Background: an optimization exercise with open tools, aiming at small area, a short achievable clock period and few clock cycles. Do not read the settings as production practice.
Only simulation tests tie the RTL to the original design; equivalence was not proved.
No activity file was given, so power comes from the tool's default toggle rates.

===== flow/design.v =====
`default_nettype none
package pe_pkg;
	typedef logic signed [21-1:0] psum_t;
	typedef logic [$clog2(16)-1:0] psum_idx_t;
endpackage
`default_nettype wire
`timescale 1ns/1ns
`default_nettype none
module pe_fast_add #(
	parameter int W = 21
) (
	input  wire  [W-1:0] a,
	input  wire  [W-1:0] b,
	output logic [W-1:0] s
);
	localparam int L = $clog2(W);
	logic [W-1:0] g [L+1];
	logic [W-1:0] p [L+1];
	pe_and_v #(.W(W)) i_g (.a(a), .b(b), .y(g[0]));
	pe_xor_v #(.W(W)) i_p (.a(a), .b(b), .y(p[0]));
	for (genvar k = 0; k < L; k++) begin : g_level
		pe_prefix_level #(.W(W), .D(1 << k)) i_level (
			.g(g[k]), .p(p[k]), .go(g[k+1]), .po(p[k+1])
		);
	end
	pe_xor_v #(.W(W)) i_s (.a(p[0]), .b({g[L][W-2:0], 1'b0}), .y(s));
endmodule
module pe_and_v #(
	parameter int W = 21
) (
	input  wire  [W-1:0] a,
	input  wire  [W-1:0] b,
	output logic [W-1:0] y
);
	assign y = a & b;
endmodule
module pe_xor_v #(
	parameter int W = 21
) (
	input  wire  [W-1:0] a,
	input  wire  [W-1:0] b,
	output logic [W-1:0] y
);
	assign y = a ^ b;
endmodule
module pe_prefix_level #(
	parameter int W = 21,
	parameter int D = 1
) (
	input  wire  [W-1:0] g,
	input  wire  [W-1:0] p,
	output logic [W-1:0] go,
	output logic [W-1:0] po
);
	for (genvar i = 0; i < W; i++) begin : g_bit
		if (i >= D) begin : g_op
			assign go[i] = g[i] | (p[i] & g[i - D]);
			assign po[i] = p[i] & p[i - D];
		end else begin : g_pass
			assign go[i] = g[i];
			assign po[i] = p[i];
		end
	end
endmodule
`default_nettype wire
`timescale 1ns/1ns
`default_nettype none
module pe_top (
	input  wire                          clock,
	input  wire                          reset,
	input  wire                          load_en,
	input  wire                          mac_en,
	output logic                         cal_fin,
	input  wire                          psum_clear,
	input  wire                          psum_enq_en,
	input  wire                          psum_in_valid,
	input  wire pe_pkg::psum_t           psum_in,
	output logic                         psum_in_ready,
	input  wire                          psum_out_ready,
	output logic                         psum_out_valid,
	output pe_pkg::psum_t                psum_out,
	output logic                         psum_acc_fin,
	input  wire                          iact_data_in_valid,
	input  wire  [13-1:0]     iact_data_in,
	output logic                         iact_data_write_fin,
	input  wire                          weight_ptr_in_valid,
	input  wire  [7-1:0]            weight_ptr_in,
	output logic                         weight_ptr_write_fin,
	input  wire                          weight_data_in_valid,
	input  wire  [12-1:0]   weight_data_in,
	output logic                         weight_data_write_fin
);
	localparam int PW   = 21;
	localparam int ROWS = 16 - 1;    
	logic       ia_beat, ia_last, ia_loaded;
	logic [4:0] ia_wr;
	logic       pt_beat, pt_last, pt_loaded;
	logic [4:0] pt_wr;
	logic       wt_beat, wt_last, wt_loaded;
	logic [6:0] wt_wr;
	assign ia_beat = load_en && iact_data_in_valid && !ia_loaded;
	assign ia_last = ia_beat && (iact_data_in[12:5] == 8'd0);
	assign pt_beat = load_en && weight_ptr_in_valid && !pt_loaded;
	assign pt_last = pt_beat && (pt_wr == 5'd31);
	assign wt_beat = load_en && weight_data_in_valid && !wt_loaded;
	assign wt_last = wt_beat && (weight_data_in[11:4] == 8'd0);
	always_ff @(posedge clock) begin
		if (reset) begin
			ia_wr <= '0; ia_loaded <= 1'b0; iact_data_write_fin   <= 1'b0;
			pt_wr <= '0; pt_loaded <= 1'b0; weight_ptr_write_fin  <= 1'b0;
			wt_wr <= '0; wt_loaded <= 1'b0; weight_data_write_fin <= 1'b0;
		end else begin
			iact_data_write_fin   <= ia_last;
			weight_ptr_write_fin  <= pt_last;
			weight_data_write_fin <= wt_last;
			if (!load_en) begin
				ia_wr <= '0; ia_loaded <= 1'b0;
				pt_wr <= '0; pt_loaded <= 1'b0;
				wt_wr <= '0; wt_loaded <= 1'b0;
			end else begin
				if (ia_beat) begin ia_wr <= ia_wr + 1'b1; ia_loaded <= ia_last; end
				if (pt_beat) begin pt_wr <= pt_wr + 1'b1; pt_loaded <= pt_last; end
				if (wt_beat) begin wt_wr <= wt_wr + 1'b1; wt_loaded <= wt_last; end
			end
		end
	end
	logic [4:0]  ia_len;
	logic [31:0] ia_occ;
	always_ff @(posedge clock) begin
		if (ia_beat) begin
			if (ia_last)
				ia_len <= ia_wr;
			if (ia_wr == 5'd0)
				ia_occ <= ia_last ? 32'd0 : (32'd1 << iact_data_in[4:0]);
			else if (!ia_last)
				ia_occ <= ia_occ | (32'd1 << iact_data_in[4:0]);
		end
	end
	logic [12:0] ia_mem [31];
	logic [11:0] we_mem [64];
	logic [11:0] wo_mem [63];
	logic [6:0]  pe_mem [16];
	logic [6:0]  po_mem [16];
	always_ff @(posedge clock) begin
		if (ia_beat && ia_wr != 5'd31)
			ia_mem[ia_wr] <= iact_data_in;
		if (pt_beat)
			if (pt_wr[0])
				po_mem[pt_wr[4:1]] <= weight_ptr_in;
			else
				pe_mem[pt_wr[4:1]] <= weight_ptr_in;
		if (wt_beat && !wt_wr[0])
			we_mem[wt_wr[6:1]] <= weight_data_in;
		if (wt_beat && wt_wr[0] && wt_wr[6:1] != 6'd63)
			wo_mem[wt_wr[6:1]] <= weight_data_in;
	end
	logic ia_act, pt_act, wt_act;
	assign ia_act = (ia_wr != 5'd0) && !ia_loaded;
	assign pt_act = (pt_wr != 5'd0) && !pt_loaded;
	assign wt_act = (wt_wr != 7'd0) && !wt_loaded;
	logic restart_load;
	assign restart_load = (ia_beat && ia_wr == 5'd0) ||
	                      (pt_beat && pt_wr == 5'd0) ||
	                      (wt_beat && wt_wr == 7'd0);
	logic        spec;          
	logic        mac_pend;
	logic        restart, commit, restore, kill, eng_done;
	logic        draining;
	logic [3:0]  drain_idx;
	logic        xfer;
	assign restart = restart_load || (mac_en && (!spec || commit)) ||
	                 (psum_clear && spec && !commit);
	assign kill    = psum_enq_en && spec && !commit;
	assign restore = spec && !commit && (restart || psum_enq_en);
	assign commit  = mac_pend && eng_done;
	assign cal_fin = commit;
	logic sweep_load;
	assign sweep_load = (pt_beat && pt_wr == 5'd0) || (wt_beat && wt_wr == 7'd0) ||
	                    pt_act || wt_act;
	logic        swp, p_done;
	logic [4:0]  f_idx, sc, pos;
	logic        f1_v;
	logic [4:0]  f1_idx, f1_col;
	logic [30:0] s_m;
	logic [4:0]  s_pi, s_nc;
	logic        s_any, s_hi, s_multi;
	logic [30:0] s_below;       
	logic [31:0] s_occ_hi;
	always_comb begin
		for (int i = 0; i < 31; i++)
			s_m[i] = (ia_mem[i][4:0] == sc) && (5'(i) < ia_len) && (5'(i) >= pos);
		s_pi = '0;
		for (int i = 30; i >= 0; i--)
			if (s_m[i]) s_pi = 5'(i);
		s_any = |s_m;
		s_below[0] = 1'b0;
		for (int i = 1; i < 31; i++)
			s_below[i] = s_below[i-1] | s_m[i-1];
		s_multi = |(s_m & s_below);
		for (int c = 0; c < 32; c++)
			s_occ_hi[c] = ia_occ[c] && (5'(c) > sc);
		s_nc = '0;
		for (int c = 31; c >= 0; c--)
			if (s_occ_hi[c]) s_nc = 5'(c);
		s_hi = |s_occ_hi;
	end
	logic        o_avail, p_free;
	logic [4:0]  o_col;
	assign o_avail = ia_act ? (f_idx < ia_wr) : (f_idx < ia_len);
	assign o_col   = (f_idx == 5'd31) ? 5'd0 : ia_mem[f_idx][4:0];
	logic        o_byp, r_byp;
	assign o_byp = ia_beat && !ia_last && (f_idx == ia_wr);
	assign r_byp = ia_beat && !ia_last && (ia_wr == 5'd0) && !sweep_load;
	logic [1:0]  qv;            
	logic [7:0]  q_val [2];
	logic [6:0]  q_j   [2];
	logic [6:0]  q_end [2];
	logic [7:0]  f2_val;
	logic [6:0]  f2_start, f2_end;
	logic        f2_go, f_push;
	assign f2_val   = (f1_idx == 5'd31) ? 8'd0 : ia_mem[f1_idx][12:5];
	logic [3:0]  pe_addr, po_addr;
	logic [6:0]  pe_out, po_out;
	assign pe_addr  = f1_col[4:1];
	assign po_addr  = f1_col[0] ? f1_col[4:1] : f1_col[4:1] - 1'b1;
	assign pe_out   = pe_mem[pe_addr];
	assign po_out   = po_mem[po_addr];
	assign f2_start = f1_col[0] ? pe_out : (f1_col == 5'd0) ? 7'd0 : po_out;
	assign f2_end   = f1_col[0] ? po_out : pe_out;
	assign f2_go    = f1_v && !qv[1] && (!pt_act || (f1_col < pt_wr));
	assign f_push   = f2_go && (f2_start != f2_end);
	assign p_free   = !f1_v || f2_go;
	logic        cv;            
	logic [7:0]  c_val;
	logic [6:0]  c_j, c_end;
	logic [5:0]  e_addr, o_addr;
	logic [11:0] e_w, o_w;
	logic        ok0, ok1, issue, fin, take;
	logic [6:0]  j1, j2, nj;
	assign j1     = c_j + 7'd1;
	assign j2     = c_j + 7'd2;
	assign e_addr = j1[6:1];
	assign o_addr = c_j[6:1];
	assign e_w    = we_mem[e_addr];
	assign o_w    = (o_addr == 6'd63) ? 12'd0 : wo_mem[o_addr];
	assign ok0    = !wt_act || (c_j < wt_wr);
	assign ok1    = (j1 != c_end) && (!wt_act || (j1 < wt_wr));
	assign issue  = cv && ok0;
	assign nj     = ok1 ? j2 : j1;
	assign fin    = issue && (ok1 ? (j2 == c_end) : (j1 == c_end));
	assign take   = qv[0] && (!cv || fin);
	logic  direct;
	assign direct = f_push && !qv[0] && (!cv || fin);
	logic [11:0] w0, w1;
	logic        i_v0, i_v1, i_same;
	logic signed [8:0] i_x0;
	assign w0     = c_j[0] ? o_w : e_w;
	assign w1     = c_j[0] ? e_w : o_w;
	assign i_v0   = issue && w0[3:0] != 4'hf;
	assign i_v1   = issue && ok1 && w1[3:0] != 4'hf;
	assign i_same = w0[3:0] == w1[3:0];
	assign i_x0   = (i_v1 && i_same) ? {w0[11], w0[11:4]} + {w1[11], w1[11:4]}
	                                 : {w0[11], w0[11:4]};
	logic        a_v0, a_v1;
	logic [7:0]  a_val;
	logic signed [8:0] a_x0;
	logic [7:0]  a_x1;
	logic [3:0]  a_r0, a_r1;
	logic        b_v0, b_v1;
	logic signed [16:0] b_p0;
	logic signed [15:0] b_p1;
	logic [3:0]  b_r0, b_r1;
	logic signed [7:0]  m_a, m_x1;
	assign m_a  = a_val;
	assign m_x1 = a_x1;
	assign eng_done = p_done && !f1_v && !qv[0] && !cv && !a_v0 && !a_v1 && !b_v0 && !b_v1;
	always_ff @(posedge clock) begin
		if (reset || kill) begin
			spec      <= 1'b0;
			mac_pend  <= 1'b0;
			p_done    <= 1'b1;
			f1_v      <= 1'b0;
			qv        <= '0;
			cv        <= 1'b0;
			a_v0      <= 1'b0;
			a_v1      <= 1'b0;
			b_v0      <= 1'b0;
			b_v1      <= 1'b0;
		end else if (restart) begin
			spec      <= 1'b1;
			mac_pend  <= mac_en;
			p_done    <= 1'b0;
			f_idx     <= r_byp ? 5'd1 : 5'd0;
			f1_v      <= r_byp;
			f1_idx    <= '0;
			f1_col    <= iact_data_in[4:0];
			qv        <= '0;
			cv        <= 1'b0;
			a_v0      <= 1'b0;
			a_v1      <= 1'b0;
			b_v0      <= 1'b0;
			b_v1      <= 1'b0;
			swp       <= sweep_load;
			sc        <= '0;
			pos       <= '0;
		end else begin
			if (mac_en)
				mac_pend <= 1'b1;
			else if (commit) begin
				mac_pend <= 1'b0;
				spec     <= 1'b0;
			end
			if (p_free)
				f1_v <= 1'b0;
			if (spec && !p_done && p_free) begin
				if (!swp) begin
					if (o_avail) begin
						f1_v   <= 1'b1;
						f1_idx <= f_idx;
						f1_col <= o_col;
						f_idx  <= f_idx + 1'b1;
					end else if (o_byp) begin
						f1_v   <= 1'b1;
						f1_idx <= f_idx;
						f1_col <= iact_data_in[4:0];
						f_idx  <= f_idx + 1'b1;
					end else if (!ia_act) begin
						p_done <= 1'b1;
					end
				end else if (!ia_act) begin
					if (s_any) begin
						f1_v   <= 1'b1;
						f1_idx <= s_pi;
						f1_col <= sc;
						pos    <= s_pi + 1'b1;
						if (!s_multi) begin
							pos <= '0;
							sc  <= s_nc;
							if (!s_hi)
								p_done <= 1'b1;
						end
					end else if (s_hi) begin
						sc  <= s_nc;
						pos <= '0;
					end else begin
						p_done <= 1'b1;
					end
				end
			end
			if (direct) begin
			end else if (take) begin
				if (qv[1]) begin
					q_val[0] <= q_val[1]; q_j[0] <= q_j[1]; q_end[0] <= q_end[1];
				end else if (f_push) begin
					q_val[0] <= f2_val; q_j[0] <= f2_start; q_end[0] <= f2_end;
				end
				qv <= {1'b0, qv[1] || f_push};
			end else if (f_push) begin
				if (qv[0]) begin
					q_val[1] <= f2_val; q_j[1] <= f2_start; q_end[1] <= f2_end;
					qv[1] <= 1'b1;
				end else begin
					q_val[0] <= f2_val; q_j[0] <= f2_start; q_end[0] <= f2_end;
					qv[0] <= 1'b1;
				end
			end
			if (direct) begin
				cv    <= 1'b1;
				c_val <= f2_val;
				c_j   <= f2_start;
				c_end <= f2_end;
			end else if (!cv || fin) begin
				cv    <= qv[0];
				c_val <= q_val[0];
				c_j   <= q_j[0];
				c_end <= q_end[0];
			end else if (issue) begin
				c_j <= nj;
			end
			a_v0  <= i_v0;
			a_v1  <= i_v1 && !(i_v0 && i_same);
			a_val <= c_val;
			a_x0  <= i_x0;
			a_x1  <= w1[11:4];
			a_r0  <= w0[3:0];
			a_r1  <= w1[3:0];
			b_v0   <= a_v0;
			b_v1   <= a_v1;
			b_p0   <= m_a * a_x0;
			b_p1   <= m_a * m_x1;
			b_r1   <= a_r1;
		end
	end
	always_ff @(posedge clock) begin
		if (psum_enq_en)
			b_r0 <= 4'd1;
		else if (draining) begin
			if (xfer)
				b_r0 <= b_r0 + 1'b1;
		end else
			b_r0 <= a_r0;
	end
	logic [PW-1:0] breg [ROWS];
	logic [PW-1:0] preg [ROWS];
	logic [PW-1:0] rd0, rd1, acc0, acc1;
	assign rd0  = (b_r0 == 4'hf) ? '0 : preg[b_r0];
	assign rd1  = preg[b_r1];
	assign acc0 = rd0 + {{(PW-17){b_p0[16]}}, b_p0};
	assign acc1 = rd1 + {{(PW-16){b_p1[15]}}, b_p1};
	always_ff @(posedge clock) begin
		for (int r = 0; r < ROWS; r++) begin
			if (reset || psum_clear)
				preg[r] <= '0;
			else if (restore)
				preg[r] <= breg[r];
			else if (b_v0 && b_r0 == 4'(r))
				preg[r] <= acc0;
			else if (b_v1 && b_r1 == 4'(r))
				preg[r] <= acc1;
		end
	end
	always_ff @(posedge clock) begin
		for (int r = 0; r < ROWS; r++) begin
			if (psum_clear)
				breg[r] <= '0;
			else if (restart && !restore)
				breg[r] <= preg[r];
		end
	end
	logic [PW-1:0] drain_data;    
	logic          drain_last;    
	assign psum_out_valid = draining && psum_in_valid;
	assign psum_in_ready  = draining && psum_out_ready;
	assign xfer           = draining && psum_in_valid && psum_out_ready;
	assign psum_acc_fin   = drain_last && psum_in_valid && psum_out_ready;
	pe_fast_add #(.W(PW)) i_drain_add (.a(drain_data), .b(psum_in), .s(psum_out));
	always_ff @(posedge clock) begin
		if (psum_enq_en)
			drain_data <= restore ? breg[0] : preg[0];
		else if (xfer)
			drain_data <= rd0;
	end
	always_ff @(posedge clock) begin
		if (reset) begin
			draining   <= 1'b0;
			drain_idx  <= '0;
			drain_last <= 1'b0;
		end else if (psum_enq_en) begin
			draining   <= 1'b1;
			drain_idx  <= '0;
			drain_last <= 1'b0;
		end else if (xfer) begin
			drain_idx  <= drain_idx + 1'b1;
			drain_last <= drain_idx == 4'd14;
			if (psum_acc_fin)
				draining <= 1'b0;
		end
	end
endmodule
`default_nettype wire

===== flow/run.sh =====
#!/bin/bash
# synth_recipe.tcl (not shown) runs the flow's synth.tcl, then flattens the netlist and writes it again
# the make line also repeats each setting of config.mk as NAME=value (left out here)
make -C /OpenROAD-flow-scripts/flow DESIGN_CONFIG=/design/flow/config.mk WORK_HOME=/design/flow/orfs CLKGATE_MAP_FILE= SYNTH_SCRIPT=/design/flow/synth_recipe.tcl finish

===== flow/config.mk =====
export PLATFORM = sky130hd
export DESIGN_NAME = pe_top
export DESIGN_NICKNAME = pe_top
export VERILOG_FILES = /design/flow/design.v
export SDC_FILE = /design/flow/constraint.sdc
export NUM_CORES = 4
export LEC_CHECK = 0
export CAP_MARGIN = 10
export CORE_MARGIN = 2
export CORE_UTILIZATION = 40
export CTS_BUF_LIST = sky130_fd_sc_hd__clkbuf_16
export CTS_CLUSTER_DIAMETER = 80
export CTS_CLUSTER_SIZE = 22
export PLACE_DENSITY = 0.5
export SETUP_SLACK_MARGIN = 3.0
export SLEW_MARGIN = 10
export SYNTH_HIERARCHICAL = 1
export SYNTH_MINIMUM_KEEP_SIZE = 0

===== flow/constraint.sdc =====
create_clock -name core_clock -period 8.0 [get_ports {clock}]
set_input_delay 1.6000 -clock core_clock [delete_from_list [all_inputs] [get_ports {clock}]]
set_output_delay 1.6000 -clock core_clock [all_outputs]
set_load 0.01 [all_outputs]

==> results.cfg, run 1 <==
[die]
die_y_microns = 593
die_area_sq_um = 352000
num_rows = 216
initial_core_util_pct = 40.1
chipWidth_microns = 593
coreArea_sq_um = 346000
io_pins = 92

[detailed_routing]
wl_per_cell_microns = 30.9
firstDrtPassIters = 9
via_count = 93051
totalWireLength_microns = 472000
drc_errors = 0
ant_nets = 0
drt_iter0_drc = 11890
vias_per_cell = 6.10

[layout]
layout_commonest_cell = edfxtp_1
fillerInstances = 30906
drive_gt1_share_pct = 18.4
area_growth_pct = 12.5
final_nets = 10908
final_cell_mix = edfxtp_1 (2383), nand2_1 (1531), dfxtp_1 (676)
final_cells = 15259

[sta]
clock_skew_ns = 0.0591
min_period_ns = 5.01
finalHoldViolCount = 0
slew_headroom_pct = 7.57
timing.setup.tns_ns = 0
fmax_mhz = 200
worst_pin_slew_ns = 1.39
setup_ws_ns = 2.99
fin_crit_sh_pct = 62.6
finalSetupViolations = 0
rsz0062_at_grt = true
finalMaxSlewViolations = 0

[run]
cap_violations = 0

[placed_design]
dp_cells = 14714
place.gp.congestion = 1.01
port_buffers = 91
dpl_worst_slack_ns = 1.31
hpwl_microns = 296000

[pwr]
p_sw_share_pct = 29.4
intPower_uw = 24900
clkPwrFrac_pct = 29.6
combPwrFrac_pct = 20.1
leakage_uw = 0.0513
ir_worst_vdd_mv = 0.192
seqPwrFrac_pct = 50.4
power_density_nw_per_um2 = 226
switching_power_uw = 10400

[critical_path]
critPathCaptureType = flop
startpoint_type = flop
worst_r2r_path_depth = 20
critPathCapture = preg[10][14]$_SDFFE_PP0P_
crit_type = flop to flop
worstPathMaxFanout = 12
reg2reg_to = preg[10][14]$_SDFFE_PP0P_
rrSetupSlack_ns = 2.99
arrival_ns = 5.82
crit_start = b_r0[2]$_SDFFE_PP0P_
reg2reg_from = b_r0[2]$_SDFFE_PP0P_
crit_required_ns = 8.81

[clocking]
cts_tree = done
clk_pin_slew_ns = 0.09
cts_htree_levels = 4
postCtsHoldBufs = 0
insertion_delay_ns = 0.96
root_buffer = clkbuf_16
cts_sinks = 3072
cts_made_buffers = 184
clk_path_buf_depth = 4

[synth]
synth_area_sq_um = 139000
synth.net_count = 10724
syn_area_per_cell_sq_um = 13.4
syn_inst = 10384
synth_warnings = 15

[global_routing]
grt_pass1_vias = 89791
grt_pass1_wl_microns = 667000
antenna_found_initial = 18
grt_max_degree = 196
grt-ovfl-total = 0
track_usage_pct = 26.2

[min_path]
hp-class = flop to flop

[status]
outcome = timing/DRC/antenna clean
==> area by class of cell <==
type / instances / area (sq um) / area share [%]
Antenna cell: 7 / 17.5 / 0.0112
Clock buffer: 191 / 4780 / 3.06
Clock inverter: 101 / 1020 / 0.656
Inverter: 233 / 933 / 0.597
Multi-Input combinational cell: 6350 / 51600 / 33.0
Sequential cell: 3072 / 85400 / 54.6
Tap cell: 4578 / 5730 / 3.67
Timing Repair Buffer: 721 / 6720 / 4.30
Timing Repair inverter: 6 / 58.8 / 0.0376
==> power groups by stage <==
stage	combinational (uW)	clock (uW)	sequential [uW]
5_1_grt	7570	11200	17800
4_1_cts	6760	10700	17800
6_report	7090	10500	17800
2_1_floorplan	4110	0	17900
3_3_place_gp	6240	0	18200
3_5_place_dp	6310	0	18200
==> worst max-delay path: stages (launching register included) <==
cell	delay (ns)
dfxtp_4	0.47
nor2b_2	0.35
and2_4	0.31
buf_4	0.34
a221oi_1	0.18
a41oi_4	0.38
buf_4	0.19
inv_1	0.05
fa_2	0.37
nor2b_1	0.13
o21a_1	0.16
o21ai_2	0.09
a21oi_2	0.22
o221ai_4	0.18
o21bai_1	0.23
a21oi_2	0.11
xor2_2	0.29
buf_4	0.24
nor2_1	0.06
a2111oi_0	0.37
nor3_1	0.10
==> worst min-delay path by stage <==
stage,start,end,slack [ns],cells past startpoint
after floorplan,c_val[0]$_DFFE_PP_,a_val[0]$_DFFE_PP_,0.40,0
after global placement,c_val[6]$_DFFE_PP_,a_val[6]$_DFFE_PP_,0.41,0
after detailed placement,c_val[5]$_DFFE_PP_,a_val[5]$_DFFE_PP_,0.41,0
after CTS,c_val[5]$_DFFE_PP_,a_val[5]$_DFFE_PP_,0.43,0
after global routing,breg[7][8]$_SDFFE_PP0P_,preg[7][8]$_SDFFE_PP0P_,0.43,2
final,breg[7][8]$_SDFFE_PP0P_,preg[7][8]$_SDFFE_PP0P_,0.40,2
==> stage by stage <==
step                total power (uW)  instance area, sq um  utilization, %  hold slack, ns
floorplan                      22000                139000               -           0.400
global placement               24400                146000            42.3           0.406
detailed placement             24500                146000            42.3           0.406
CTS                            35200                155000            44.7           0.431
global route                   36600                156000            45.2           0.431
finish                         35300                156000            45.2           0.399
==> sequential cells by signal, summed over array words and instances, names as in the netlist, 8 cells and up, named ones only <==
register / count
we_mem: 768
wo_mem: 756
ia_mem: 416
breg: 315
preg: 315
pe_mem: 112
po_mem: 112
ia_occ: 31
drain_data: 21
b_p0: 17
b_p1: 16
q_val: 16
q_end: 14
q_j: 14
a_x0: 9
a_val: 8
a_x1: 8
c_val: 8
==> what timing repair did <==
item                                    CTS  global route
cloned                                   20             9
pin swaps                                52            80
buffers inserted                        153            62
endpoints found under the setup margin  467           331
gates resized for setup                 263           203
==> routing by layer <==
layer,GRT usage (%),share of wire [%],vias up
met2,40.2,45,4542
met4,9.50,4.2,0
met1,37.1,42,47905
li1,-,-,39630
met5,0,0,-
met3,4.87,8.9,974
Testbench counts, summed over its fixed seeds: cycles 13,020.
==> run 2, diff against run 1 <==
==> flow/config.mk (replaced) <==
export PLATFORM = sky130hd
export DESIGN_NAME = pe_top
export DESIGN_NICKNAME = pe_top
export VERILOG_FILES = /design/flow/design.v
export SDC_FILE = /design/flow/constraint.sdc
export NUM_CORES = 4
export LEC_CHECK = 0
export CAP_MARGIN = 20
export CORE_MARGIN = 2
export CORE_UTILIZATION = 40
export CTS_BUF_LIST = sky130_fd_sc_hd__clkbuf_16
export CTS_CLUSTER_DIAMETER = 80
export CTS_CLUSTER_SIZE = 22
export PLACE_DENSITY = 0.5
export SETUP_SLACK_MARGIN = 3.3
export SLEW_MARGIN = 20
export SYNTH_HIERARCHICAL = 1
export SYNTH_MINIMUM_KEEP_SIZE = 0
==> run 2 against run 1 <==
Compared with the run above: total power increased by 2.9%; sequential share of layout area decreased by 1.3 points; clock skew increased by 0.0094 ns; cell count increased by 0.83%; worst setup slack improved by 0.11 ns; critical path type unchanged; critical endpoint is now preg[5][18]$_SDFFE_PP0P_.
==> results.cfg, run 2 <==
[status]
outcome = timing/DRC/antenna clean

[critical_path]
max_stage_delay_ns = 0.38
critPathSlowestCell = dfxtp_4
crit_type = flop to flop
reg2reg_from = b_r0[0]$_SDFFE_PP1P_
critPathCaptureType = flop
worstPathMaxFanout = 6
crit_top_cell = buf_12
crit_start = b_r0[0]$_SDFFE_PP1P_
startpoint_type = flop
crit_required_ns = 8.83
arrival_ns = 5.73

[die]
num_rows = 216
die_y_microns = 593
chipWidth_microns = 593
initial_core_util_pct = 40.1
die_area_sq_um = 352000
io_pins = 92
coreArea_sq_um = 346000

[pwr]
power_density_nw_per_um2 = 227
leakage_uw = 0.0527
ir_worst_vdd_mv = 0.222
total_power_uw = 36400

[layout]
layout_commonest_cell = edfxtp_1
drive_gt1_share_pct = 22.0
multiInputGateArea_sq_um = 53500
final_area_sq_um = 160000
final_util_pct = 46.2
area.sequential_sq_um = 85400
final_nets = 11021
fillerInstances = 30562
final_cell_mix = edfxtp_1 (2383), nand2_1 (1503), dfxtp_1 (676)
area_growth_pct = 15.1
largest_reg_flops = 768

[sta]
fin_crit_sh_pct = 61.3
timing.setup.tns_ns = 0
finalSetupViolations = 0
slew_headroom_pct = 10.5
clock_skew_ns = 0.0685
worst_pin_slew_ns = 1.34
rsz0062_at_grt = true
finalHoldViolCount = 0
min_period_ns = 4.90
whs_ns = 0.425
fmax_mhz = 204
finalMaxSlewViolations = 0

[synth]
synth_warnings = 15
synth.net_count = 10724
syn_inst = 10384
syn_area_per_cell_sq_um = 13.4
synth_area_sq_um = 139000

[global_routing]
grt_max_degree = 157
grt_pass1_wl_microns = 668000
grt_pass1_vias = 90142
grt-ovfl-total = 0
antenna_found_initial = 11
track_usage_pct = 26.2

[clocking]
cts_made_buffers = 184
root_buffer = clkbuf_16
cts_htree_levels = 4
cts_sinks = 3072
clk_path_buf_depth = 4
cts_tree = done
clk_pin_slew_ns = 0.09
insertion_delay_ns = 0.95

[detailed_routing]
via_count = 93838
totalWireLength_microns = 475000
ant_nets = 0
wl_per_cell_microns = 30.9
drt_iter0_drc = 11676
firstDrtPassIters = 13
drc_errors = 0
vias_per_cell = 6.10

[run]
cap_violations = 0

[min_path]
hp-class = flop to flop
hold_path.startpoint = c_val[0]$_DFFE_PP_

[placed_design]
place.gp.congestion = 1.00
port_buffers = 91
hpwl_microns = 297000
post_dp_cell_area_sq_um = 147000
==> run 2: cell count changes in the layout (fill, tap and decap cells not counted), moves of 22 or more <==
cell and change:
nor2_1 -45, buf_4 +22, nor2_2 +25, nand2_1 -28, a21oi_1 -29, buf_12 +33, and2_1 -24, and2_4 +22
buf_6 +51, o21ai_0 -30
==> run 2: final cells by class <==
cell class                 count  area share (%)
tap                         4578            3.58
clock inverter               114           0.700
antenna                        6         0.00939
sequential                  3072            53.4
timing repair buffer         831            5.25
clock buffer                 192            3.00
timing repair inverter         5          0.0352
multi-input combinational   6354            33.4
inverter                     233           0.579
==> run 2: path summary, 6_finish.rpt <==
kind	endpoint	slack (ns)	cells after the start
max	preg[5][18]$_SDFFE_PP0P_	3.10	28
min reg2reg	a_val[0]$_DFFE_PP_	0.43	0
min	a_val[0]$_DFFE_PP_	0.43	0
max reg2reg	preg[5][18]$_SDFFE_PP0P_	3.10	28
==> run 2: through the flow <==
step	std cells	worst slack, ns
floorplan	10384	2.77
global placement	14686	1.02
detailed placement	14695	1.19
CTS	15249	3.09
global route	15380	2.93
finish	15385	3.10
==> run 2: critical path, delay by kind of cell, from the launching register on <==
family / cells / cell delay [ns]
AO/OA/AOI/OAI: 10 / 1.78
XOR/XNOR: 1 / 0.12
adder cells (fa/ha/maj): 2 / 0.56
buffers and inverters: 10 / 1.40
flip-flops: 1 / 0.38
AND/OR/NAND/NOR: 5 / 0.53
==> run 2: timing repair <==
item	CTS	global route
gates cloned	20	18
pin swaps	136	233
setup endpoints to repair	919	365
hold buffers	0	0
buffers inserted	228	111
resized for setup	503	489
==> run 2: where the power goes <==
group	internal, uW	switching [uW]
Clock	4870	5680
Sequential	17500	340
Combinational	3260	4750
==> run 2: layer usage <==
| metal | vias to the layer above | track usage, % | part of all wire (%) |
|---|---|---|---|
| li1 | 39920 | - | - |
| met2 | 4606 | 40.3 | 45 |
| met1 | 48238 | 36.8 | 42 |
| met5 | - | 0 | 0.016 |
| met3 | 1068 | 4.84 | 8.6 |
| met4 | 6 | 10.1 | 4.6 |
==> run 3, diff against run 2 <==
--- a/flow/config.mk
+++ b/flow/config.mk
@@ -12,7 +12,7 @@
 export CTS_CLUSTER_DIAMETER = 80
 export CTS_CLUSTER_SIZE = 22
 export PLACE_DENSITY = 0.5
-export SETUP_SLACK_MARGIN = 3.3
+export SETUP_SLACK_MARGIN = 3.15
 export SLEW_MARGIN = 20
 export SYNTH_HIERARCHICAL = 1
 export SYNTH_MINIMUM_KEEP_SIZE = 0
==> run 3 against run 2 <==
Compared with the run above: still clean on timing, DRC and antenna; critical path depth shrank 4; wire length shrank 1.7%; sequential power is essentially flat; via count shrank 0.82%; flip-flop and latch count is the same; worst setup slack gained 0.035 ns; non-clock buffer count shrank 56; register-to-register slack gained 0.04 ns; clock skew grew 0.010 ns; sequential share of layout area grew 0.62 points; combinational power shrank 5.1%; clock-buffer cell count shrank 2; critical path type unchanged; largest cell class unchanged.
==> results.cfg, run 3 <==
[pwr]
intPower_uw = 25200
combPwrFrac_pct = 21.2
total_power_uw = 35900
clkPwrFrac_pct = 29.2
switching_power_uw = 10700
power_density_nw_per_um2 = 227
ir_worst_vdd_mv = 0.166
p_sw_share_pct = 29.7
leakage_uw = 0.0520
seqPwrFrac_pct = 49.6

[clocking]
cts_htree_levels = 4
cts_sinks = 3072
insertion_delay_ns = 0.96
root_buffer = clkbuf_16
clk_path_buf_depth = 4
postCtsHoldBufs = 0
clk_pin_slew_ns = 0.09
cts_made_buffers = 185
cts_tree = done

[layout]
final_area_sq_um = 158000
fillerInstances = 30551
final_nets = 10964
final_util_pct = 45.7
drive_gt1_share_pct = 20.7
final_cell_mix = edfxtp_1 (2383), nand2_1 (1513), dfxtp_1 (677)
largest_reg_flops = 768
area_growth_pct = 13.8
layout_commonest_cell = edfxtp_1

[placed_design]
post_dp_cell_area_sq_um = 146000
hpwl_microns = 293000
place.gp.congestion = 0.954
port_buffers = 91

[detailed_routing]
firstDrtPassIters = 11
wl_per_cell_microns = 30.4
via_count = 93068
ant_nets = 0
drc_errors = 0
drt_iter0_drc = 11318
vias_per_cell = 6.07
totalWireLength_microns = 467000

[min_path]
hp-class = flop to flop

[critical_path]
max_stage_delay_ns = 0.41
crit_family = compound AO/OA/AOI/OAI gates
startpoint_type = flop
crit_required_ns = 8.83
critPathCaptureType = flop
arrival_ns = 5.70
crit_type = flop to flop
worstPathMaxFanout = 7
cp_cell_sequence = inv_4 -> ha_4 -> and3_4 -> a22o_1 -> a221o_1 -> a221oi_2 -> a41oi_4 -> buf_12 -> ha_4 -> inv_2 -> fa_2 -> nor2b_1 -> o21a_1 -> o21ai_2 -> a21oi_2 -> o221ai_2 -> buf_4 -> o21ai_2 -> a31oi_4 -> o2bb2ai_4 -> xor2_2 -> buf_6 -> nor2_2 -> a221oi_2
critPathSlowestCell = dfxtp_4
critical_path_buf_inv_count = 5

[sta]
clock_skew_ns = 0.0789
timing.setup.tns_ns = 0
finalMaxSlewViolations = 0
slew_headroom_pct = 18.6
whs_ns = 0.430
rsz0062_at_grt = true
fin_crit_sh_pct = 60.8
finalSetupViolations = 0
finalHoldViolCount = 0
fmax_mhz = 205
min_period_ns = 4.87
worst_pin_slew_ns = 1.22

[die]
die_y_microns = 593
die_area_sq_um = 352000
io_pins = 92
chipWidth_microns = 593
num_rows = 216
initial_core_util_pct = 40.1
coreArea_sq_um = 346000

[global_routing]
grt_max_degree = 142
grt-ovfl-total = 0
grt_pass1_wl_microns = 663000
track_usage_pct = 25.9
antenna_found_initial = 22
grt_pass1_vias = 90188

[synth]
syn_inst = 10384
syn_area_per_cell_sq_um = 13.4
synth_area_sq_um = 139000
synth_warnings = 15
synth.net_count = 10724

[run]
cap_violations = 0

[status]
outcome = timing/DRC/antenna clean
run 3: final timing paths:
check / cells past startpoint / to / from / slack, ns
setup reg to reg: 24 / preg[7][20]$_SDFFE_PP0P_ / b_r0[0]$_SDFFE_PP1P_ / 3.13
setup / recovery: 24 / preg[7][20]$_SDFFE_PP0P_ / b_r0[0]$_SDFFE_PP1P_ / 3.13
hold reg to reg: 0 / a_val[5]$_DFFE_PP_ / c_val[5]$_DFFE_PP_ / 0.43
hold / removal: 0 / a_val[5]$_DFFE_PP_ / c_val[5]$_DFFE_PP_ / 0.43
run 3: through the flow:
step | setup slack [ns] | std cells
global route | 3.02 | 15329
finish | 3.13 | 15339
global placement | 1.27 | 14685
CTS | 3.08 | 15207
floorplan | 2.77 | 10384
detailed placement | 1.17 | 14687
run 3: timing repair:
item	in CTS	in global routing
gates cloned	17	10
setup buffers	192	107
pin swaps	101	136
endpoints found under the setup margin	543	290
gates resized for setup	447	313
run 3: power groups by stage:
stage	sequential (uW)	combinational, uW	clock [uW]
2_1_floorplan	17900	4120	0
3_3_place_gp	18200	6270	0
3_5_place_dp	18200	6360	0
4_1_cts	17800	6960	10700
5_1_grt	17800	8070	11200
6_report	17800	7600	10500
run 3: area by class of cell:
cell class / instances / area, sq um / share of cell area [%]
diodes: 13 / 32.5 / 0.0206
well taps: 4578 / 5730 / 3.62
multi-input cells: 6352 / 52700 / 33.3
repair inverters: 5 / 50.0 / 0.0317
clock buffers: 190 / 4750 / 3.01
inverters: 233 / 920 / 0.582
repair buffers: 775 / 7420 / 4.70
flip-flops and latches: 3072 / 85400 / 54.0
clock inverters: 121 / 1090 / 0.690
run 3: per-layer routing:
layer	track usage (%)	share of wire (%)	up-vias
met3	4.46	7.6	983
met2	40.5	46	4209
met4	9.03	4.1	10
li1	-	-	39844
met1	36.5	43	48022
met5	0	0.014	-

-- static timing again, ports no longer ideal --
The results above use ideal ports. As a check the final layouts listed here were re-extracted and re-timed, cells and wires unchanged.
Step 1 sets driving cells, clkbuf_16 on the clock port and buf_2 on the other inputs (assumed; they add their load-dependent delay and slew).
Step 2 also shifts input and output timing later by t, the mid clock arrival at the registers, as if the neighbouring blocks saw the same clock.
Slacks: no drivers / after step 1 / after step 2; pairs: no drivers / after step 1.
| run | shift t [ns] | setup slack, ns | hold slack, ns |
|---|---|---|---|
| run 1 | 1.026 | 2.988 / 2.988 / 2.186 | 0.399 / 0.399 / 0.399 |
| run 2 | 1.013 | 3.097 / 3.097 / 2.183 | 0.425 / 0.425 / 0.425 |
| run 3 | 1.023 | 3.133 / 3.133 / 2.240 | 0.430 / 0.430 / 0.430 |
After both steps setup and hold are still met in every run listed. For run 2, which loses most, drivers alone change the setup slack by 0.000 ns; drivers and shift together by -0.914 ns.
